This is an optimization exercise on Yosys and OpenROAD, whose aim is small area, a short achievable clock period and few clock cycles per item, not a production implementation. Only simulation tests tie the RTL to the original design; equivalence was not proved.

## design/flow/design.v

```verilog
`timescale 1ns / 1ps
package pszn_pkg;
    localparam int MAX_POINTS = 64;
    localparam int FRAC_BITS  = 12;
    localparam int COORD_W    = 10;
    localparam int OUT_W      = 16;
    localparam int RING_D = 112;
    localparam int TF   = 24;
    localparam int TW   = TF + 12;   
    localparam int RW   = TF + 37;   
    localparam int PW   = TF + 15;   
endpackage
`timescale 1ns / 1ps
module pszn_ring #(
    parameter int WIDTH = 20,
    parameter int DEPTH = 64
) (
    input  logic                     clk,
    input  logic                     we,
    input  logic                     keep,
    input  logic                     clr,
    input  logic [WIDTH-1:0]         wdata,
    input  logic [$clog2(DEPTH)-1:0] rsel,
    output logic [WIDTH-1:0]         rdata,
    output logic                     rvalid
);
    logic [DEPTH*WIDTH-1:0] stages;
    logic [DEPTH-1:0]       valid;
    logic [DEPTH-1:0]       kill;
    always_comb
    begin
        kill = '0;
        kill[rsel] = clr;
    end
    always_ff @(posedge clk)
    begin
        stages <= {stages[(DEPTH-1)*WIDTH-1:0],
                   we ? wdata : stages[DEPTH*WIDTH-1 -: WIDTH]};
        valid  <= {valid[DEPTH-2:0] & ~kill[DEPTH-2:0],
                   we || (valid[DEPTH-1] && keep && !kill[DEPTH-1])};
    end
    assign rdata  = stages[rsel*WIDTH +: WIDTH];
    assign rvalid = valid[rsel];
endmodule
`timescale 1ns / 1ps
import pszn_pkg::*;
module pszn_scale_step
(
    input  logic [RW-1:0] z,
    input  logic [RW-1:0] v,
    input  logic [36:0]   b,
    output logic [RW-1:0] z_nxt,
    output logic [RW-1:0] v_nxt,
    output logic          bit_now
);
    logic [RW-1:0] bx, b4, vop;
    assign bit_now = !z[RW-1];
    assign bx      = RW'(b);
    assign b4      = RW'({b, 2'b00});
    assign vop     = bit_now ? ~v : v;
    assign z_nxt   = {z[RW-3:0], 2'b00} + ~bx + vop + (bit_now ? RW'(2) : RW'(1));
    logic [RW-1:0] bop;
    assign bop     = bit_now ? b4 : ~b4;
    assign v_nxt   = {v[RW-2:0], 1'b0} + bop + RW'(!bit_now);
endmodule
module pszn_mul_cs #(
    parameter int AW   = 16,
    parameter int BW   = 16,
    parameter int PWID = 32
) (
    input  logic [AW-1:0]   a,
    input  logic [BW-1:0]   b,
    output logic [PWID-1:0] s,
    output logic [PWID-1:0] c
);
    logic [15:0][PWID-1:0] r;
    logic [10:0][PWID-1:0] l1;
    logic [7:0][PWID-1:0]  l2;
    logic [5:0][PWID-1:0]  l3;
    logic [3:0][PWID-1:0]  l4;
    logic [2:0][PWID-1:0]  l5;
    always_comb
    begin
        for (int i = 0; i < 16; i++)
        begin
            if (i < AW)
                r[i] = a[i] ? (PWID'(b) << i) : '0;
            else
                r[i] = '0;
        end
    end
    function automatic logic [2*PWID-1:0] csa(input logic [PWID-1:0] x, input logic [PWID-1:0] y,
                                              input logic [PWID-1:0] z);
        logic [PWID-1:0] sm, cy;
        sm  = x ^ y ^ z;
        cy  = (x & y) | (x & z) | (y & z);
        csa = {sm, cy[PWID-2:0], 1'b0};
    endfunction
    always_comb
    begin
        {l1[0], l1[1]}  = csa(r[0], r[1], r[2]);
        {l1[2], l1[3]}  = csa(r[3], r[4], r[5]);
        {l1[4], l1[5]}  = csa(r[6], r[7], r[8]);
        {l1[6], l1[7]}  = csa(r[9], r[10], r[11]);
        {l1[8], l1[9]}  = csa(r[12], r[13], r[14]);
        l1[10]          = r[15];
        {l2[0], l2[1]}  = csa(l1[0], l1[1], l1[2]);
        {l2[2], l2[3]}  = csa(l1[3], l1[4], l1[5]);
        {l2[4], l2[5]}  = csa(l1[6], l1[7], l1[8]);
        l2[6]           = l1[9];
        l2[7]           = l1[10];
        {l3[0], l3[1]}  = csa(l2[0], l2[1], l2[2]);
        {l3[2], l3[3]}  = csa(l2[3], l2[4], l2[5]);
        l3[4]           = l2[6];
        l3[5]           = l2[7];
        {l4[0], l4[1]}  = csa(l3[0], l3[1], l3[2]);
        {l4[2], l4[3]}  = csa(l3[3], l3[4], l3[5]);
        {l5[0], l5[1]}  = csa(l4[0], l4[1], l4[2]);
        l5[2]           = l4[3];
        {s, c}          = csa(l5[0], l5[1], l5[2]);
    end
endmodule
`timescale 1ns / 1ps
module pszn_check
(
    input  logic        clk,
    input  logic        rst_n,
    input  logic        start,
    input  logic [15:0] e_mag,
    input  logic [14:0] m_low,
    input  logic [6:0]  n,
    input  logic [36:0] b,
    output logic        busy,
    output logic        done,
    output logic        inc
);
    logic [69:0] acc;
    logic [39:0] mx;
    logic [31:0] my;
    logic [37:0] rr;
    logic [2:0]  op;
    logic [4:0]  cnt;
    logic        cmp;
    logic [69:0] acc_nxt;
    assign acc_nxt = {acc[68:0], 1'b0} + (my[31] ? {30'd0, mx} : 70'd0);
    logic [15:0] a;
    assign a = {1'b0, m_low} + 16'd1;
    always_ff @(posedge clk or negedge rst_n)
    begin
        if (!rst_n)
        begin
            busy <= 1'b0;
            done <= 1'b0;
            op   <= '0;
            cnt  <= '0;
            cmp  <= 1'b0;
        end
        else
        begin
            done <= 1'b0;
            if (start && !busy)
            begin
                busy <= 1'b1;
                op   <= 3'd0;
                cnt  <= '0;
            end
            else if (cmp)
            begin
                cmp  <= 1'b0;
                busy <= 1'b0;
                done <= 1'b1;
            end
            else if (busy)
            begin
                cnt <= cnt + 5'd1;
                if (cnt == 5'd31)
                begin
                    if (op == 3'd3)
                        cmp <= 1'b1;
                    else
                        op <= op + 3'd1;
                end
            end
        end
    end
    always_ff @(posedge clk)
    begin
        if (start && !busy)
        begin
            acc <= '0;
            mx  <= {24'd0, e_mag};
            my  <= {16'd0, e_mag};
        end
        else if (cmp)
        begin
            inc <= acc <= {8'd0, rr, 24'd0};
        end
        else if (busy)
        begin
            if (cnt == 5'd31 && op != 3'd3)
            begin
                acc <= '0;
                case (op)
                    3'd0:
                    begin
                        mx <= acc_nxt[39:0];
                        my <= {25'd0, n - 7'd1};
                    end
                    3'd1:
                    begin
                        rr <= acc_nxt[37:0];
                        mx <= {24'd0, a};
                        my <= {16'd0, a};
                    end
                    3'd2:
                    begin
                        mx <= {3'd0, b};
                        my <= acc_nxt[31:0];
                    end
                    default:
                    begin
                    end
                endcase
            end
            else
            begin
                acc <= acc_nxt;
                my  <= {my[30:0], 1'b0};
            end
        end
    end
endmodule
`timescale 1ns / 1ps
import pszn_pkg::*;
module point_set_zscore_normalizer_core
(
    input  logic                      clk,
    input  logic                      rst_n,
    input  logic                      in_valid,
    output logic                      in_stall,
    input  logic signed [COORD_W-1:0] point_x,
    input  logic signed [COORD_W-1:0] point_y,
    input  logic                      end_of_set,
    output logic                      out_valid,
    input  logic                      out_stall,
    output logic signed [OUT_W-1:0]   norm_x,
    output logic signed [OUT_W-1:0]   norm_y,
    output logic [1:0]                status,
    output logic                      last
);
    logic [1:0]  iq_cnt;
    logic [20:0] iq0, iq1;        
    logic        in_stall_r;
    logic        push, pop;
    logic [1:0]  iq_cnt_nxt;
    assign in_stall   = in_stall_r;
    assign push       = in_valid && !in_stall_r;
    assign iq_cnt_nxt = iq_cnt + {1'b0, push} - {1'b0, pop};
    always_ff @(posedge clk or negedge rst_n)
    begin
        if (!rst_n)
        begin
            iq_cnt     <= '0;
            in_stall_r <= 1'b0;
        end
        else
        begin
            iq_cnt     <= iq_cnt_nxt;
            in_stall_r <= iq_cnt_nxt == 2'd2;
        end
    end
    always_ff @(posedge clk)
    begin
        if (pop)
        begin
            if (iq_cnt == 2'd2)
                iq0 <= iq1;
            else
                iq0 <= {end_of_set, point_y, point_x};
            iq1 <= {end_of_set, point_y, point_x};
        end
        else if (push)
        begin
            if (iq_cnt == 2'd0)
                iq0 <= {end_of_set, point_y, point_x};
            iq1 <= {end_of_set, point_y, point_x};
        end
    end
    logic                      h_eos;
    logic signed [COORD_W-1:0] h_x, h_y;
    assign h_eos = iq0[20];
    assign h_y   = iq0[19:10];
    assign h_x   = iq0[9:0];
    localparam int SW = $clog2(RING_D);
    logic [SW-1:0] occ;           
    logic [SW-1:0] rsel;          
    logic [SW-1:0] ph_off;        
    logic signed [SW+1:0] g;      
    logic signed [SW+1:0] hs;     
    logic [6:0]    n_load;        
    logic          keep, can_write, can_close, wr, rd, skip, rds, ph_taken;
    logic          cs_v;          
    logic          a_v, a_keep, a_eos;
    logic          b_v, b_keep, b_eos;
    logic [19:0]   ring_q;
    logic          ring_v;
    logic [SW-1:0] h_cur;
    assign ph_taken  = g < 0;
    assign keep      = n_load != 7'd64;
    assign can_write = (occ == '0)
                    || ((g == 0) && (occ != SW'(RING_D - 1)))
                    || ((g > 0) && (ph_off != SW'(RING_D - 1)) && (hs <= (SW+2)'(RING_D - 65)));
    assign can_close = !cs_v && !(a_v && a_eos) && !(b_v && b_eos);
    assign pop       = (iq_cnt != 2'd0) && (!keep || can_write) && (!h_eos || can_close);
    assign wr        = pop && keep;
    assign skip      = (occ != '0) && !ring_v;
    assign rds       = rd || skip;
    pszn_ring #(
        .WIDTH (20),
        .DEPTH (RING_D)
    ) u_ring (
        .clk    (clk),
        .we     (wr),
        .keep   (ph_taken),
        .clr    (rds),
        .wdata  ({h_y, h_x}),
        .rsel   (rsel),
        .rdata  (ring_q),
        .rvalid (ring_v)
    );
    logic                 realign, ph_wrap, eos_pop;
    logic [SW-1:0]        ph_inc;
    logic signed [SW+1:0] occ_s, g_inc, g_nxt, h_cur_s, h_nxt, hs_a, hs_b;
    assign realign = wr && (occ == '0);
    assign ph_wrap = ph_off == SW'(RING_D - 1);
    assign ph_inc  = ph_wrap ? '0 : ph_off + SW'(1);
    assign eos_pop = pop && h_eos;
    assign occ_s   = $signed({2'b00, occ});
    assign h_cur_s = $signed({2'b00, h_cur});
    assign g_inc   = g + 1;
    assign g_nxt   = wr ? '0 : ((!rds && ph_wrap) ? -occ_s : g_inc);
    assign h_nxt   = eos_pop ? '0 : ((wr && occ != '0) ? hs : h_cur_s);
    assign hs_a    = h_cur_s - occ_s;
    assign hs_b    = hs + 1;
    always_ff @(posedge clk or negedge rst_n)
    begin
        if (!rst_n)
        begin
            occ    <= '0;
            rsel   <= '0;
            ph_off <= SW'(1);
            g      <= (SW+2)'(1);
            hs     <= (SW+2)'(1);
            n_load <= '0;
            h_cur  <= '0;
        end
        else
        begin
            if (realign)
            begin
                rsel   <= '0;
                ph_off <= SW'(1);
                occ    <= SW'(1);
            end
            else
            begin
                if (!rds)
                begin
                    rsel   <= ph_off;
                    ph_off <= ph_inc;
                end
                if (wr)
                    occ <= rds ? ph_off : ph_off + SW'(1);
                else if (rds)
                    occ <= occ - SW'(1);
            end
            g <= g_nxt;
            if (wr)
                hs <= h_nxt;
            else if (eos_pop)
                hs <= g_nxt;
            else
                hs <= (!rds && ph_wrap) ? hs_a : hs_b;
            h_cur <= h_nxt[SW-1:0];
            if (pop)
            begin
                if (h_eos)
                    n_load <= '0;
                else if (keep)
                    n_load <= n_load + 7'd1;
            end
        end
    end
    logic signed [COORD_W-1:0] a_x, a_y, b_x, b_y;
    logic [9:0]                b_hhx, b_hhy, b_llx, b_lly;
    logic signed [10:0]        b_hlx, b_hly;
    logic [6:0]                s_n;
    logic                      s_drop;
    logic signed [16:0]        s_sx, s_sy;
    logic [24:0]               s_qx, s_qy;
    logic signed [16:0]        sx_new, sy_new;
    logic [24:0]               qx_new, qy_new;
    logic [6:0]                n_new;
    logic [6:0]         cs_n;
    logic               cs_drop;
    logic signed [16:0] cs_sx, cs_sy;
    logic [15:0]        cs_ax, cs_ay;     
    logic [24:0]        cs_qx, cs_qy;
    logic               cs_take;
    logic signed [4:0]  a_hx, a_hy;
    logic signed [5:0]  a_lx, a_ly;
    logic signed [10:0] a_hlx, a_hly;
    logic signed [9:0]  a_hhx_s, a_hhy_s;
    logic [24:0]        b_xx, b_yy;
    logic signed [16:0] b_x17, b_y17;
    logic signed [16:0] sx_neg, sy_neg;
    assign a_hx    = a_x[9:5];
    assign a_hy    = a_y[9:5];
    assign a_lx    = {1'b0, a_x[4:0]};
    assign a_ly    = {1'b0, a_y[4:0]};
    assign a_hhx_s = a_hx * a_hx;
    assign a_hhy_s = a_hy * a_hy;
    assign a_hlx   = a_hx * a_lx;
    assign a_hly   = a_hy * a_ly;
    assign b_xx    = {5'd0, b_hhx, 10'd0} + {{8{b_hlx[10]}}, b_hlx, 6'd0} + {15'd0, b_llx};
    assign b_yy    = {5'd0, b_hhy, 10'd0} + {{8{b_hly[10]}}, b_hly, 6'd0} + {15'd0, b_lly};
    assign b_x17  = b_x;
    assign b_y17  = b_y;
    assign sx_new = s_sx + (b_keep ? b_x17 : 17'sd0);
    assign sy_new = s_sy + (b_keep ? b_y17 : 17'sd0);
    assign qx_new = s_qx + (b_keep ? b_xx : 25'd0);
    assign qy_new = s_qy + (b_keep ? b_yy : 25'd0);
    assign n_new  = s_n + {6'd0, b_keep};
    assign sx_neg = -sx_new;
    assign sy_neg = -sy_new;
    always_ff @(posedge clk or negedge rst_n)
    begin
        if (!rst_n)
        begin
            a_v    <= 1'b0;
            b_v    <= 1'b0;
            s_n    <= '0;
            s_drop <= 1'b0;
            s_sx   <= '0;
            s_sy   <= '0;
            s_qx   <= '0;
            s_qy   <= '0;
            cs_v   <= 1'b0;
        end
        else
        begin
            a_v <= pop;
            b_v <= a_v;
            if (b_v)
            begin
                if (b_eos)
                begin
                    s_n    <= '0;
                    s_drop <= 1'b0;
                    s_sx   <= '0;
                    s_sy   <= '0;
                    s_qx   <= '0;
                    s_qy   <= '0;
                end
                else
                begin
                    s_n    <= n_new;
                    s_drop <= s_drop || !b_keep;
                    s_sx   <= sx_new;
                    s_sy   <= sy_new;
                    s_qx   <= qx_new;
                    s_qy   <= qy_new;
                end
            end
            if (b_v && b_eos)
                cs_v <= 1'b1;
            else if (cs_take)
                cs_v <= 1'b0;
        end
    end
    always_ff @(posedge clk)
    begin
        a_x    <= h_x;
        a_y    <= h_y;
        a_keep <= keep;
        a_eos  <= h_eos;
        b_x    <= a_x;
        b_y    <= a_y;
        b_hhx  <= a_hhx_s;
        b_hhy  <= a_hhy_s;
        b_hlx  <= a_hlx;
        b_hly  <= a_hly;
        b_llx  <= a_x[4:0] * a_x[4:0];
        b_lly  <= a_y[4:0] * a_y[4:0];
        b_keep <= a_keep;
        b_eos  <= a_eos;
        if (u_st == U_IDLE && cs_v)
        begin
            cs_qx <= cs_qy;
            cs_ax <= cs_ay;
        end
        if (b_v && b_eos)
        begin
            cs_n    <= n_new;
            cs_drop <= s_drop || !b_keep;
            cs_sx   <= sx_new;
            cs_sy   <= sy_new;
            cs_ax   <= sx_new[16] ? sx_neg[15:0] : sx_new[15:0];
            cs_ay   <= sy_new[16] ? sy_neg[15:0] : sy_new[15:0];
            cs_qx   <= qx_new;
            cs_qy   <= qy_new;
        end
    end
    logic [1:0]             dv;           
    logic [1:0]             rv;           
    logic [1:0][6:0]        d_n;
    logic [1:0][16:0]       d_sx, d_sy;
    logic [1:0][TW-1:0]     d_tx, d_ty;
    logic [1:0][36:0]       d_bx, d_by;
    logic [1:0]             d_zx, d_zy;
    logic [1:0][1:0]        d_st;
    localparam logic [2:0] U_IDLE = 3'd0, U_PX = 3'd1, U_PY = 3'd2, U_BY = 3'd3,
                           U_REC1 = 3'd4, U_REC = 3'd5, U_DONE = 3'd6;
    logic [2:0]         u_st;
    logic               u_ws;            
    logic [6:0]         u_n;
    logic               u_drop;
    logic signed [16:0] u_sx, u_sy;
    logic [15:0]        u_pq0, u_pq1, u_pq2;    
    logic [15:0]        u_shh, u_shl, u_sll;
    logic [17:0]        u_b0, u_b1;      
    logic [15:0]        u_b2;
    logic [30:0]        u_dm;            
    logic               u_dzx, u_dzy;    
    logic [36:0]        u_bx, u_by;
    logic [35:0]        u_ri;            
    logic [5:0]         u_kx, u_ky;      
    logic [RW-1:0]      u_zx, u_vx, u_zy, u_vy;
    logic [TW-1:0]      u_xx, u_xy;
    logic [6:0]   mul_n;
    logic [24:0]  mul_q;
    logic [15:0]  mul_a;
    logic [15:0]  mul_hh, mul_hl, mul_ll;
    logic [31:0]  d_diff;
    assign mul_n   = cs_n;
    assign mul_q   = cs_qx;
    assign mul_a   = cs_ax;
    logic [15:0]  mul_pq0, mul_pq1, mul_pq2;
    assign mul_pq0 = mul_n * mul_q[8:0];
    assign mul_pq1 = mul_n * mul_q[16:9];
    assign mul_pq2 = mul_n * mul_q[24:17];
    assign mul_hh  = mul_a[15:8] * mul_a[15:8];
    assign mul_hl  = mul_a[15:8] * mul_a[7:0];
    assign mul_ll  = mul_a[7:0] * mul_a[7:0];
    assign d_diff  = {16'd0, u_pq0} + {7'd0, u_pq1, 9'd0} + {u_pq2[14:0], 17'd0}
                   - {u_shh, 16'd0} - {7'd0, u_shl, 9'd0} - {16'd0, u_sll};
    assign cs_take = (u_st == U_PY);
    logic [30:0] mb_d;
    logic [17:0] mb_0, mb_1;
    logic [15:0] mb_2;
    logic [36:0] b_sum;
    assign mb_d  = u_dm;
    assign mb_0  = u_n * mb_d[10:0];
    assign mb_1  = u_n * mb_d[21:11];
    assign mb_2  = u_n * mb_d[30:22];
    assign b_sum = {19'd0, u_b0} + {8'd0, u_b1, 11'd0} + {u_b2[14:0], 22'd0};
    logic [3:0] mb_k;
    always_comb
    begin
        mb_k = '0;
        for (int i = 1; i < 15; i++)
        begin
            if (mb_d[2*i] || mb_d[2*i+1])
                mb_k = 4'(i);
        end
        if (mb_d[30])
            mb_k = 4'd15;
    end
    logic [35:0] mb_r;
    assign mb_r = {30'd0, u_n - 7'd1} << {mb_k, 1'b0};
    logic [RW-1:0] zx_nxt, vx_nxt, zy_nxt, vy_nxt;
    logic          bx_now, by_now;
    pszn_scale_step u_stepx (
        .z       (u_zx),
        .v       (u_vx),
        .b       (u_bx),
        .z_nxt   (zx_nxt),
        .v_nxt   (vx_nxt),
        .bit_now (bx_now)
    );
    pszn_scale_step u_stepy (
        .z       (u_zy),
        .v       (u_vy),
        .b       (u_by),
        .z_nxt   (zy_nxt),
        .v_nxt   (vy_nxt),
        .bit_now (by_now)
    );
    logic [RW-1:0] z0;
    logic [RW-1:0] z0_a, z0_b, z0_c, z0_d, z0_bp, z0_cp, z0_dp, z0_s1, z0_y1, z0_s2, z0_y2;
    assign z0_a   = RW'({u_ri, 2'b00});
    assign z0_bp  = RW'(u_b0);
    assign z0_cp  = RW'({u_b1, 11'd0});
    assign z0_dp  = RW'({u_b2, 22'd0});
    assign z0_b   = ~z0_bp;
    assign z0_c   = ~z0_cp;
    assign z0_d   = ~z0_dp;
    assign z0_s1  = z0_a ^ z0_b ^ z0_c;
    assign z0_y1  = ((z0_a & z0_b) | (z0_a & z0_c) | (z0_b & z0_c)) << 1;
    assign z0_s2  = z0_s1 ^ z0_y1 ^ z0_d;
    assign z0_y2  = ((z0_s1 & z0_y1) | (z0_s1 & z0_d) | (z0_y1 & z0_d)) << 1;
    assign z0     = z0_s2 + z0_y2 + RW'(3);
    logic u_few, u_zx0, u_zy0;
    assign u_few = u_n < 7'd2;
    assign u_zx0 = u_few || u_dzx;
    assign u_zy0 = u_few || u_dzy;
    logic step_x, step_y, rec_last;
    logic [TW-1:0] tx_fin, ty_fin;
    assign rec_last = (u_st == U_REC) && (u_kx <= 6'd1) && (u_ky <= 6'd1);
    assign step_x = (u_st == U_REC1 || u_st == U_REC) && (u_kx != '0);
    assign step_y = (u_st == U_REC) && (u_ky != '0);
    always_ff @(posedge clk or negedge rst_n)
    begin
        if (!rst_n)
        begin
            u_st <= U_IDLE;
            u_ws <= 1'b0;
        end
        else
        begin
            case (u_st)
                U_IDLE:
                    if (cs_v)
                        u_st <= U_PX;
                U_PX:
                    u_st <= U_PY;
                U_PY:
                    u_st <= U_BY;
                U_BY:
                    u_st <= U_REC1;
                U_REC1:
                    u_st <= U_REC;
                U_REC:
                    if (rec_last)
                    begin
                        if (!dv[u_ws])
                        begin
                            u_st <= U_IDLE;
                            u_ws <= !u_ws;
                        end
                        else
                            u_st <= U_DONE;
                    end
                U_DONE:
                    if (!dv[u_ws])
                    begin
                        u_st <= U_IDLE;
                        u_ws <= !u_ws;
                    end
                default:
                    u_st <= U_IDLE;
            endcase
        end
    end
    always_ff @(posedge clk)
    begin
        case (u_st)
            U_IDLE:
            begin
                u_n    <= cs_n;
                u_drop <= cs_drop;
                u_sx   <= cs_sx;
                u_sy   <= cs_sy;
                u_pq0  <= mul_pq0;
                u_pq1  <= mul_pq1;
                u_pq2  <= mul_pq2;
                u_shh  <= mul_hh;
                u_shl  <= mul_hl;
                u_sll  <= mul_ll;
            end
            U_PX:
            begin
                u_dm  <= d_diff[30:0];
                u_pq0 <= mul_pq0;
                u_pq1 <= mul_pq1;
                u_pq2 <= mul_pq2;
                u_shh <= mul_hh;
                u_shl <= mul_hl;
                u_sll <= mul_ll;
            end
            U_PY:
            begin
                u_dm  <= d_diff[30:0];
                u_dzx <= u_dm == '0;
                u_b0  <= mb_0;
                u_b1  <= mb_1;
                u_b2  <= mb_2;
                u_ri  <= mb_r;
                u_kx  <= 6'(TW) - {2'd0, mb_k};
            end
            U_BY:
            begin
                u_dzy <= u_dm == '0;
                u_b0  <= mb_0;
                u_b1  <= mb_1;
                u_b2  <= mb_2;
                u_ri  <= mb_r;
                u_ky  <= 6'(TW) - {2'd0, mb_k};
                u_bx  <= b_sum;
                u_xx  <= '0;
            end
            U_REC1:
            begin
                u_by  <= b_sum;
                u_xy  <= '0;
            end
            default:
            begin
            end
        endcase
        if (step_x)
        begin
            u_xx <= {u_xx[TW-2:0], bx_now};
            u_kx <= u_kx - 6'd1;
        end
        if (step_y)
        begin
            u_xy <= {u_xy[TW-2:0], by_now};
            u_ky <= u_ky - 6'd1;
        end
    end
    always_ff @(posedge clk)
    begin
        u_zx <= (u_st == U_BY) ? z0 : zx_nxt;
        u_vx <= (u_st == U_BY) ? RW'({b_sum, 2'b00}) : vx_nxt;
        u_zy <= (u_st == U_REC1) ? z0 : zy_nxt;
        u_vy <= (u_st == U_REC1) ? RW'({b_sum, 2'b00}) : vy_nxt;
    end
    logic desc_we;
    assign desc_we = (u_st == U_DONE || rec_last) && !dv[u_ws];
    assign tx_fin  = step_x ? {u_xx[TW-2:0], bx_now} : u_xx;
    assign ty_fin  = step_y ? {u_xy[TW-2:0], by_now} : u_xy;
    always_ff @(posedge clk)
    begin
        if (desc_we)
        begin
            d_n[u_ws]  <= u_n;
            d_sx[u_ws] <= u_sx;
            d_sy[u_ws] <= u_sy;
            d_tx[u_ws] <= tx_fin;
            d_ty[u_ws] <= ty_fin;
            d_bx[u_ws] <= u_bx;
            d_by[u_ws] <= u_by;
            d_zx[u_ws] <= u_zx0;
            d_zy[u_ws] <= u_zy0;
            if (u_few)
                d_st[u_ws] <= 2'd1;
            else if (u_drop)
                d_st[u_ws] <= 2'd3;
            else if (u_dzx || u_dzy)
                d_st[u_ws] <= 2'd2;
            else
                d_st[u_ws] <= 2'd0;
        end
    end
    logic       adv;
    logic       cur;              
    logic [5:0] iidx;             
    logic       i_last;
    assign i_last = {1'b0, iidx} == (d_n[cur] - 7'd1);
    assign rd     = adv && (occ != '0) && ring_v && rv[cur];
    logic                      p0_v, p0_s, p0_l;
    logic signed [COORD_W-1:0] p0_x, p0_y;
    logic [6:0]                p0_n;
    logic                      p1_v, p1_s, p1_l;
    logic [11:0]               p1_nlx, p1_nly;    
    logic signed [11:0]        p1_nhx, p1_nhy;    
    logic                      p2_v, p2_s, p2_l;
    logic [15:0]               p2_ex, p2_ey;
    logic                      p2_nx, p2_ny;
    logic                      p3_v, p3_s, p3_l;
    logic [15:0]               p3_ex, p3_ey;
    logic                      p3_nx, p3_ny;
    logic [PW-1:0]             p3_sx, p3_cx, p3_sy, p3_cy;    
    logic                      p4_v, p4_s, p4_l;
    logic [15:0]               p4_ex, p4_ey;
    logic                      p4_nx, p4_ny;
    logic [14:0]               p4_mx, p4_my;
    logic                      p4_ax, p4_ay;
    logic                      p4_zx, p4_zy;
    logic [1:0]                p4_st;
    logic                      o_v, o_s;
    logic signed [7:0]  p0_ns;
    logic [11:0]        nl_x, nl_y;
    logic signed [11:0] nh_x, nh_y;
    logic signed [4:0]  ph_x, ph_y;
    assign p0_ns = $signed({1'b0, p0_n});
    assign ph_x  = p0_x[9:5];
    assign ph_y  = p0_y[9:5];
    assign nl_x  = p0_n * p0_x[4:0];
    assign nl_y  = p0_n * p0_y[4:0];
    assign nh_x  = p0_ns * ph_x;
    assign nh_y  = p0_ns * ph_y;
    logic signed [17:0] epx, enx, epy, eny, npx_l, npx_h, npy_l, npy_h;
    assign npx_l = $signed({6'd0, p1_nlx});
    assign npy_l = $signed({6'd0, p1_nly});
    assign npx_h = $signed({p1_nhx, 5'd0});
    assign npy_h = $signed({p1_nhy, 5'd0});
    logic signed [16:0] p1_sx, p1_sy;
    assign p1_sx = $signed(d_sx[p1_s]);
    assign p1_sy = $signed(d_sy[p1_s]);
    assign epx = npx_l + npx_h - p1_sx;
    assign enx = p1_sx - npx_l - npx_h;
    assign epy = npy_l + npy_h - p1_sy;
    assign eny = p1_sy - npy_l - npy_h;
    logic [TW-1:0]        p2_tx, p2_ty;    
    logic [PW-1:0]        mqx_s, mqx_c, mqy_s, mqy_c;
    pszn_mul_cs #(.AW(16), .BW(TW), .PWID(PW)) u_mqx (.a(p2_ex), .b(p2_tx), .s(mqx_s), .c(mqx_c));
    pszn_mul_cs #(.AW(16), .BW(TW), .PWID(PW)) u_mqy (.a(p2_ey), .b(p2_ty), .s(mqy_s), .c(mqy_c));
    logic [PW-1:0] px, py;
    logic          ax_w, ay_w;
    assign px = p3_sx + p3_cx;
    assign py = p3_sy + p3_cy;
    logic [16:0] thx, thy;
    assign thx  = 17'h10000 - {1'b0, p3_ex};
    assign thy  = 17'h10000 - {1'b0, p3_ey};
    assign ax_w = (&px[TF-1:16]) && ({1'b0, px[15:0]} > thx);
    assign ay_w = (&py[TF-1:16]) && ({1'b0, py[15:0]} > thy);
    localparam logic [1:0] SL_IDLE = 2'd0, SL_GO = 2'd1, SL_RUN = 2'd2, SL_DONE = 2'd3;
    logic [1:0] sl_st;
    logic       sl_axis, sl_incx, sl_incy;
    logic       chk_busy, chk_done, chk_inc;
    logic       p4_block;
    assign p4_block = p4_v && (p4_ax || p4_ay) && (sl_st != SL_DONE);
    assign adv      = (!o_v || !out_stall) && !p4_block;
    pszn_check u_check (
        .clk   (clk),
        .rst_n (rst_n),
        .start (sl_st == SL_GO),
        .e_mag (sl_axis ? p4_ey : p4_ex),
        .m_low (sl_axis ? p4_my : p4_mx),
        .n     (d_n[p4_s]),
        .b     (sl_axis ? d_by[p4_s] : d_bx[p4_s]),
        .busy  (chk_busy),
        .done  (chk_done),
        .inc   (chk_inc)
    );
    always_ff @(posedge clk or negedge rst_n)
    begin
        if (!rst_n)
        begin
            sl_st   <= SL_IDLE;
            sl_axis <= 1'b0;
            sl_incx <= 1'b0;
            sl_incy <= 1'b0;
        end
        else
        begin
            case (sl_st)
                SL_IDLE:
                    if (p4_block)
                    begin
                        sl_axis <= !p4_ax;
                        sl_st   <= SL_GO;
                    end
                SL_GO:
                    sl_st <= SL_RUN;
                SL_RUN:
                    if (chk_done)
                    begin
                        if (!sl_axis)
                        begin
                            sl_incx <= chk_inc;
                            if (p4_ay)
                            begin
                                sl_axis <= 1'b1;
                                sl_st   <= SL_GO;
                            end
                            else
                                sl_st <= SL_DONE;
                        end
                        else
                        begin
                            sl_incy <= chk_inc;
                            sl_st   <= SL_DONE;
                        end
                    end
                default:
                    if (adv)
                    begin
                        sl_st   <= SL_IDLE;
                        sl_incx <= 1'b0;
                        sl_incy <= 1'b0;
                    end
            endcase
        end
    end
    logic [15:0]              mx_p1, my_p1, mx_ng, my_ng;
    logic signed [OUT_W-1:0]  zx_val, zy_val;
    assign mx_p1  = {1'b0, p4_mx} + 16'd1;
    assign my_p1  = {1'b0, p4_my} + 16'd1;
    assign mx_ng  = ~{1'b0, p4_mx} + 16'd1;
    assign my_ng  = ~{1'b0, p4_my} + 16'd1;
    assign zx_val = p4_zx ? 16'sd0 : p4_nx ? (sl_incx ? ~{1'b0, p4_mx} : mx_ng)
                                          : (sl_incx ? mx_p1 : {1'b0, p4_mx});
    assign zy_val = p4_zy ? 16'sd0 : p4_ny ? (sl_incy ? ~{1'b0, p4_my} : my_ng)
                                          : (sl_incy ? my_p1 : {1'b0, p4_my});
    always_ff @(posedge clk or negedge rst_n)
    begin
        if (!rst_n)
        begin
            p0_v <= 1'b0;
            p1_v <= 1'b0;
            p2_v <= 1'b0;
            p3_v <= 1'b0;
            p4_v <= 1'b0;
            o_v  <= 1'b0;
            cur  <= 1'b0;
            iidx <= '0;
            dv   <= '0;
            rv   <= '0;
        end
        else
        begin
            if (adv)
            begin
                p0_v <= rd;
                p1_v <= p0_v;
                p2_v <= p1_v;
                p3_v <= p2_v;
                p4_v <= p3_v;
            end
            if (!o_v || !out_stall)
                o_v <= adv && p4_v;
            if (rd)
            begin
                if (i_last)
                begin
                    iidx <= '0;
                    cur  <= !cur;
                end
                else
                    iidx <= iidx + 6'd1;
            end
            if (desc_we && !u_ws)
            begin
                dv[0] <= 1'b1;
                rv[0] <= 1'b1;
            end
            else
            begin
                if (rd && i_last && !cur)
                    rv[0] <= 1'b0;
                if (o_v && !out_stall && last && !o_s)
                    dv[0] <= 1'b0;
            end
            if (desc_we && u_ws)
            begin
                dv[1] <= 1'b1;
                rv[1] <= 1'b1;
            end
            else
            begin
                if (rd && i_last && cur)
                    rv[1] <= 1'b0;
                if (o_v && !out_stall && last && o_s)
                    dv[1] <= 1'b0;
            end
        end
    end
    always_ff @(posedge clk)
    begin
        if (adv)
        begin
            p0_s  <= cur;
            p0_l  <= i_last;
            p0_x  <= $signed(ring_q[9:0]);
            p0_y  <= $signed(ring_q[19:10]);
            p0_n  <= d_n[cur];
            p1_s   <= p0_s;
            p1_l   <= p0_l;
            p1_nlx <= nl_x;
            p1_nly <= nl_y;
            p1_nhx <= nh_x;
            p1_nhy <= nh_y;
            p2_s  <= p1_s;
            p2_l  <= p1_l;
            p2_nx <= epx[17];
            p2_ny <= epy[17];
            p2_ex <= epx[17] ? enx[15:0] : epx[15:0];
            p2_ey <= epy[17] ? eny[15:0] : epy[15:0];
            p2_tx <= d_tx[p1_s];
            p2_ty <= d_ty[p1_s];
            p3_s  <= p2_s;
            p3_l  <= p2_l;
            p3_nx <= p2_nx;
            p3_ny <= p2_ny;
            p3_ex <= p2_ex;
            p3_ey <= p2_ey;
            p3_sx <= mqx_s;
            p3_cx <= mqx_c;
            p3_sy <= mqy_s;
            p3_cy <= mqy_c;
            p4_s  <= p3_s;
            p4_l  <= p3_l;
            p4_nx <= p3_nx;
            p4_ny <= p3_ny;
            p4_ex <= p3_ex;
            p4_ey <= p3_ey;
            p4_mx <= px[PW-1:TF];
            p4_my <= py[PW-1:TF];
            p4_ax <= ax_w && !d_zx[p3_s];
            p4_ay <= ay_w && !d_zy[p3_s];
            p4_zx <= d_zx[p3_s];
            p4_zy <= d_zy[p3_s];
            p4_st <= d_st[p3_s];
        end
        if (adv && p4_v)
        begin
            norm_x <= zx_val;
            norm_y <= zy_val;
            status <= p4_st;
            last   <= p4_l;
            o_s    <= p4_s;
        end
    end
    assign out_valid = o_v;
endmodule
```

## design/flow/run.sh

```bash
#!/bin/bash
# synth_recipe.tcl (not shown) runs the flow's synth.tcl, then flattens the netlist and writes it again
# the make line also repeats each setting of config.mk as NAME=value (left out here)
make -C /OpenROAD-flow-scripts/flow DESIGN_CONFIG=/design/flow/config.mk WORK_HOME=/design/flow/orfs CLKGATE_MAP_FILE= SYNTH_SCRIPT=/design/flow/synth_recipe.tcl finish
```

## design/flow/config.mk

```make
export PLATFORM = sky130hd
export DESIGN_NAME = point_set_zscore_normalizer_core
export DESIGN_NICKNAME = point_set_zscore_normalizer_core
export VERILOG_FILES = /design/flow/design.v
export SDC_FILE = /design/flow/constraint.sdc
export NUM_CORES = 4
export LEC_CHECK = 0
export ABC_CLOCK_PERIOD_IN_PS = 5000
export CAP_MARGIN = 20
export CORE_MARGIN = 2
export CORE_UTILIZATION = 40
export SETUP_SLACK_MARGIN = 4.5
export SLEW_MARGIN = 20
```

## design/flow/constraint.sdc

```tcl
create_clock -name core_clock -period 10.0 [get_ports {clk}]
set_input_delay 2.0000 -clock core_clock [delete_from_list [all_inputs] [get_ports {clk}]]
set_output_delay 2.0000 -clock core_clock [all_outputs]
set_load 0.01 [all_outputs]
```

==> flow_summary.yaml, run 1 <==
run_status:
  status: "finished clean"
setup_path:
  r2r_start: "u_zy[60]"
  cpPeakStageDelay_ns: 0.71
  r2r_end: "u_vy[57]"
  critPathCaptureType: "flop"
  crit_buf_inv: 1
  cp.required_ns: 10.86
  crit_fanout: 19
  start_kind: "flop"
  critPathSlowestCell: "o31ai_1"
  critPathKind: "reg2reg"
  ff2ff_setup_slack_ns: 4.66
  path_delay_family: "compound AO/OA/AOI/OAI gates"
  worst-endpoint-arrival_ns: 6.20
  crit_chain: "inv_1 > ha_1 > ha_1 > nand4_1 > a211oi_1 > o2111ai_1 > a21oi_1 > a211o_1 > a21oi_1 > o31ai_1 > a2111oi_0 > o41ai_1 > xnor2_1 > nor2_1"
  reg2regPathDepth: 14
clock_tree:
  cts_sinks: 4488
  clock_latency_ns: 1.06
  cts_tree: "yes"
  cts.clk_slew.worst_paths_ns: 0.07
  h-tree-depth: 5
  clk_path_buf_depth: 4
  cts-root-buf: "clkbuf_16"
  cts-buffers-inserted: 452
sta:
  fin_skew_ns: 0.123
  min_period_ns: 5.34
  finalSetupTns_ns: 0
  slew_violations: 0
  hold_viol: 0
  rsz0062_at_grt: "true"
  setup_viol: 0
  fmax_ghz: 0.187
  hold-worst-slack_ns: 0.267
  tightest_slew_ns: 1.32
  min_period_over_period_pct: 53.4
  slew_headroom_pct: 11.1
grt:
  grt_max_degree: 177
  overflow: 0
  grt_usage_pct: 18.2
  grt_pass1_vias: 149000
  grt_first_pass_wirelength_um: 856000
  antenna_found_initial: 35
yosys:
  synth_nets: 22500
  syn_avg_cell_area_um2: 11.9
  syn_area_um2: 233000
  synth_ff_type: "dfxtp_1"
  async_reset_ff_share_pct: 4.19
  synth_cells: 19600
  yosys.cell_types.count: 88
  synth_edf_count: 1502
  synth-seq-cells: 4488
  ys_seq_area_share_pct: 45.4
  ys_warn_count: 4
placement:
  hpwl_um: 386000
  port_buffers: 61
  place.gp.congestion: 0.892
floorplan:
  initial_core_util_pct: 40.1
  dieWidth_um: 767
  dieArea_um2: 588000
  design.core.area_um2: 581000
  row_count: 280
  die_h_um: 767
  io_pins: 62
detailed_routing:
  final_antenna_net_count: 0
  drt-initial-drc-count: 9491
  wire_per_inst_um: 19.5
  vias_per_cell: 5.16
  drc: 0
  wl_um: 540000
  vias: 143000
  first_pass_iters: 6
flow_run:
  maxCapViolCount: 0
min_path:
  whs_path_depth: 0
  min_to: "u_ring.stages[362]"
  hp-start: "u_ring.stages[342]"
  hold_path_class: "reg2reg"
finish:
  final_cell_mix: "dfxtp_1 (2796), inv_1 (1963), edfxtp_1 (1502)"
  syn2layout_area_growth_pct: 11.0
  fillers: 53100
  layout_commonest_cell: "dfxtp_1"
  drive_gt1_share_pct: 10.3
  fin_nets: 22400
==> logic make-up (layout without fill, tap and decap cells) <==
logic type | Yosys count | after routing | share of synthesized area, %
xor+xnor | 1114 | 1114 | 4.19
buf+inv | 2764 | 3078 | 4.48
simple gates | 4496 | 4496 | 9.50
flops | 4488 | 4488 | 45.4
other cells | 0 | 11 | 0
mux | 1066 | 1066 | 8.94
fa+ha+maj | 2821 | 2821 | 19.6
compound gates | 2884 | 2884 | 7.89
==> routing by layer <==
| layer | wire, um | GRT usage (%) |
|---|---|---|
| met1 | 246000 | 25.2 |
| met3 | 26800 | 2.29 |
| met5 | 39 | 0 |
| met2 | 252000 | 30.2 |
| met4 | 15900 | 4.82 |
==> stage by stage <==
step	util [%]	instances	worst slack (ns)	cell area (um2)
detailed placement	41.7	26800	4.04	242000
finish	44.5	27700	4.66	258000
global placement	41.7	26800	4.02	242000
CTS	44.4	27700	4.52	258000
global route	44.5	27700	4.48	258000
floorplan	-	19600	0.805	233000
==> final cells by class <==
cell class	count	area (um2)	area share, %
clock inverters	218	2940	1.14
multi-input cells	12400	117000	45.2
clock buffers	630	13100	5.08
inverters	1972	7420	2.87
repair buffers	258	2420	0.936
well taps	7755	9700	3.76
diodes	11	27.5	0.0107
flip-flops and latches	4488	106000	41.0
==> Yosys cell counts (310+ instances only) <==
| master | instances | area (um2) |
|---|---|---|
| dfxtp_1 | 2798 | 56000 |
| inv_1 | 1967 | 7380 |
| edfxtp_1 | 1502 | 45100 |
| ha_1 | 1452 | 18200 |
| nand2_1 | 1432 | 5380 |
| fa_1 | 1365 | 27300 |
| and2_1 | 1151 | 7200 |
| a21oi_1 | 869 | 4350 |
| nor2_1 | 826 | 3100 |
| mux4_2 | 792 | 17800 |
| xnor2_1 | 716 | 6270 |
| clkbuf_1 | 673 | 2530 |
| o21ai_0 | 586 | 2930 |
| xor2_1 | 398 | 3490 |
| a21o_1 | 310 | 2330 |
==> registers in the layout, summed over array words and instances, names as in the netlist, 37 cells and up, named ones only <==
signal / count
u_check.acc: 70
u_bx: 37
u_zx: 60
u_vx: 59
u_zy: 60
u_ring.valid: 112
u_check.mx: 40
p3_sy: 39
u_check.rr: 38
p3_sx: 39
u_vy: 59
u_ring.stages: 2240
u_by: 37
==> how the worst max path moves through the flow <==
stage	cells after the start	from	to	slack [ns]
after global routing	18	cs_n[3]	u_pq0[15]	4.48
after CTS	16	u_b0[6]	u_zx[51]	4.52
after detailed placement	14	u_zx[60]	u_vx[60]	4.04
after global placement	14	u_zx[60]	u_vx[60]	4.02
after floorplan	3	out_stall	p0_l	0.80
final	14	u_zy[60]	u_vy[57]	4.66
==> repair_timing <==
action | 4_1_cts | 5_1_grt
hold buffers | 0 | 0
setup endpoints to repair | 35 | 40
gates resized for setup | 9 | 10
setup buffers | 4 | 24
Testbench counts, summed over its fixed seeds: cycles 3,094, items 2,044.
==> inputs of run 2 (changes only) <==
--- a/design/flow/config.mk
+++ b/design/flow/config.mk
@@ -10,4 +10,4 @@
 export CORE_MARGIN = 2
 export CORE_UTILIZATION = 40
-export SETUP_SLACK_MARGIN = 4.5
+export SETUP_SLACK_MARGIN = 4.8
 export SLEW_MARGIN = 20
==> flow_summary.yaml, run 2 <==
min_path:
  hold_path_class: "reg2reg"
  hp-start: "u_ring.stages[1022]"
floorplan:
  initial_core_util_pct: 40.1
  dieWidth_um: 767
  design.core.area_um2: 581000
  die_h_um: 767
  dieArea_um2: 588000
  row_count: 280
  io_pins: 62
sta:
  hold_viol: 0
  tightest_slew_ns: 1.27
  fmax_ghz: 0.199
  fin_skew_ns: 0.133
  slew_headroom_pct: 14.9
  rsz0062_at_grt: "false"
  setup_viol: 0
  min_period_ns: 5.02
  slew_violations: 0
  min_period_over_period_pct: 50.2
  finalSetupTns_ns: 0
clock_tree:
  cts.clk_slew.worst_paths_ns: 0.07
  cts-buffers-inserted: 459
  h-tree-depth: 5
  cts_sinks: 4488
  cts_hold_buffers: 0
  cts_tree: "yes"
  clock_latency_ns: 1.08
  cts-root-buf: "clkbuf_16"
  clk_path_buf_depth: 4
grt:
  overflow: 0
  grt_usage_pct: 17.7
  grt_pass1_vias: 147000
  grt_max_degree: 162
  grt_busiest_layer: "met2"
  met2_usage_pct: 28.3
  grt_first_pass_wirelength_um: 838000
  antenna_found_initial: 36
  met1_usage_pct: 25.1
  use_met3_pct: 2.52
setup_path:
  critPathCaptureType: "flop"
  ff2ff_setup_slack_ns: 4.98
  cp-startpoint: "u_n[1]"
  cpPeakStageDelay_ns: 0.53
  start_kind: "flop"
  cp.required_ns: 10.71
  worst-endpoint-arrival_ns: 5.72
  critPathKind: "reg2reg"
  crit_chain: "buf_12 > and2_1 > fa_1 > inv_1 > fa_1 > inv_1 > fa_1 > inv_1 > fa_1 > inv_1 > ha_4 > a21oi_2 > o21bai_1 > a21oi_2 > o21ai_1 > or4_4 > a41o_1 > a21oi_2 > xnor2_1"
  critPathSlowestCell: "fa_1"
  r2r_start: "u_n[1]"
  crit_fanout: 18
yosys:
  synth_most_common_cell: "dfxtp_1"
  synth_cells: 19600
  ys_warn_count: 4
  synth_top_cell_by_area: "dfxtp_1"
  syn_avg_cell_area_um2: 11.9
  synth_top_area_share_pct: 24.1
  ys_seq_area_share_pct: 45.4
  synth_top_cells_by_area: "dfxtp_1 (24%), edfxtp_1 (19%), fa_1 (12%)"
  synthTopCellsByCount: "dfxtp_1 (2798), inv_1 (1967), edfxtp_1 (1502)"
  synth-seq-cells: 4488
  yosys.cell_types.count: 88
  synth_ff_type: "dfxtp_1"
  async_reset_ff_share_pct: 4.19
  synth_nets: 22500
  synth_edf_count: 1502
  syn_area_um2: 233000
finish:
  regMostFlops: "u_ring.stages"
  largestRegisters: "u_ring.stages (2240), u_ring.valid (112), u_check.acc (70)"
  largest_register_ffs: 2240
  final_cell_mix: "dfxtp_1 (2795), inv_1 (1961), edfxtp_1 (1502)"
  syn2layout_area_growth_pct: 11.2
  final_cell_area_um2: 259000
  multi_input_area_um2: 117000
  fin_nets: 22400
  layout_commonest_cell: "dfxtp_1"
  drive_gt1_share_pct: 10.7
  fillers: 53100
  seq_area_um2: 106000
detailed_routing:
  vias_per_cell: 5.14
  drc: 0
  wire_per_inst_um: 19.1
  final_antenna_net_count: 0
  first_pass_iters: 6
  vias: 143000
  wl_um: 530000
  drt-initial-drc-count: 9064
run_status:
  status: "finished clean"
placement:
  placed_area_um2: 242000
  hpwl_um: 373000
  port_buffers: 61
  place.gp.congestion: 0.876
flow_run:
  maxCapViolCount: 0
run 2: cell count changes in the layout (fill, tap and decap cells not counted), sizes merged:
cell,before,now
clkinvlp,20,34
buf,198,209
bufinv,47,37
xnor2,716,717
inv,1993,1985
diode,11,25
clkbuf,630,628
bufbuf,0,1
clkinv,130,156
run 2: per-layer routing:
| metal | share of wire, % | vias to the layer above |
|---|---|---|
| met3 | 5.1 | 736 |
| met2 | 45 | 3021 |
| li1 | - | 67400 |
| met1 | 47 | 71500 |
| met5 | 0.0068 | - |
| met4 | 2.9 | 6 |
run 2: repair_timing:
| action | CTS | global route |
|---|---|---|
| cloned | 1 | 5 |
| gates resized for setup | 26 | 68 |
| hold endpoints to repair | 0 | 0 |
| setup buffers | 13 | 31 |
| pin swaps | 1 | 11 |
| setup endpoints to repair | 178 | 155 |
run 2: kinds of logic after synthesis:
group	count (synthesis)	synth area share, %
AOI/OAI and AO/OA	2884	7.89
xor gates and xnor gates	1114	4.19
adders and majority gates	2821	19.6
buffers and inverters	2764	4.48
DFF	4488	45.4
muxes	1066	8.94
and+or+nand+nor	4496	9.50
run 2: stage by stage:
stage	hold slack [ns]	util [%]	setup WS, ns	std cells
after CTS	0.255	44.4	4.82	27700
after global routing	0.254	44.6	4.79	27800
after detailed placement	0.331	41.7	4.20	26800
final	0.266	44.6	4.98	27800
after global placement	0.327	41.6	4.25	26800
after floorplan	0.310	-	0.805	19600
run 2: path summary, 6_finish.rpt:
check	to	depth (start not counted)
min in group asynchronous	sl_incy	1
worst min-delay path	u_ring.stages[1042]	0
worst min register to register	u_ring.stages[1042]	0
worst max register to register	u_b2[15]	19
worst max-delay path	u_b2[15]	19
max in group asynchronous	rsel[0]	2
run 2: final cells by class:
class,count,area share [%]
Tap cell,7755,3.75
Inverter,1972,2.87
Clock buffer,624,5.08
Timing Repair Buffer,274,1.06
Sequential cell,4488,40.9
Antenna cell,25,0.0242
Multi-Input combinational cell,12400,45.3
Clock inverter,240,1.06
run 2: worst max-delay path: cells and delay by family (launching register included):
kind / cells / cell delay, ns
AOI/OAI and AO/OA: 6 / 0.95
xor gates and xnor gates: 1 / 0.09
adders and majority gates: 5 / 2.22
buffers and inverters: 5 / 0.40
DFF: 1 / 0.43
and+or+nand+nor: 2 / 0.61

==> afterwards: timing with drivers on the ports <==
Ports are ideal in the flow. The routed layouts listed here were re-timed in OpenROAD. Step 1 assumes that a clkbuf_16 drives the clock port and a buf_2 every other input. Step 2 also shifts input and output timing later by t, the mid clock arrival at the registers, as if the neighbouring blocks saw the same clock. a / b / c = no drivers / after step 1 / after step 2; a / b = the first two.
run | t (ns) | setup WS [ns] | cell pins on the clock port's net
run 1 | 1.128 | 4.665 / 4.665 / 4.529 | 1
run 2 | 1.139 | 4.984 / 4.984 / 4.565 | 1
After both steps every run listed still meets setup and hold. The setup slack of run 2, which loses most, moves by 0.000 ns with the drivers and by -0.419 ns with both steps.
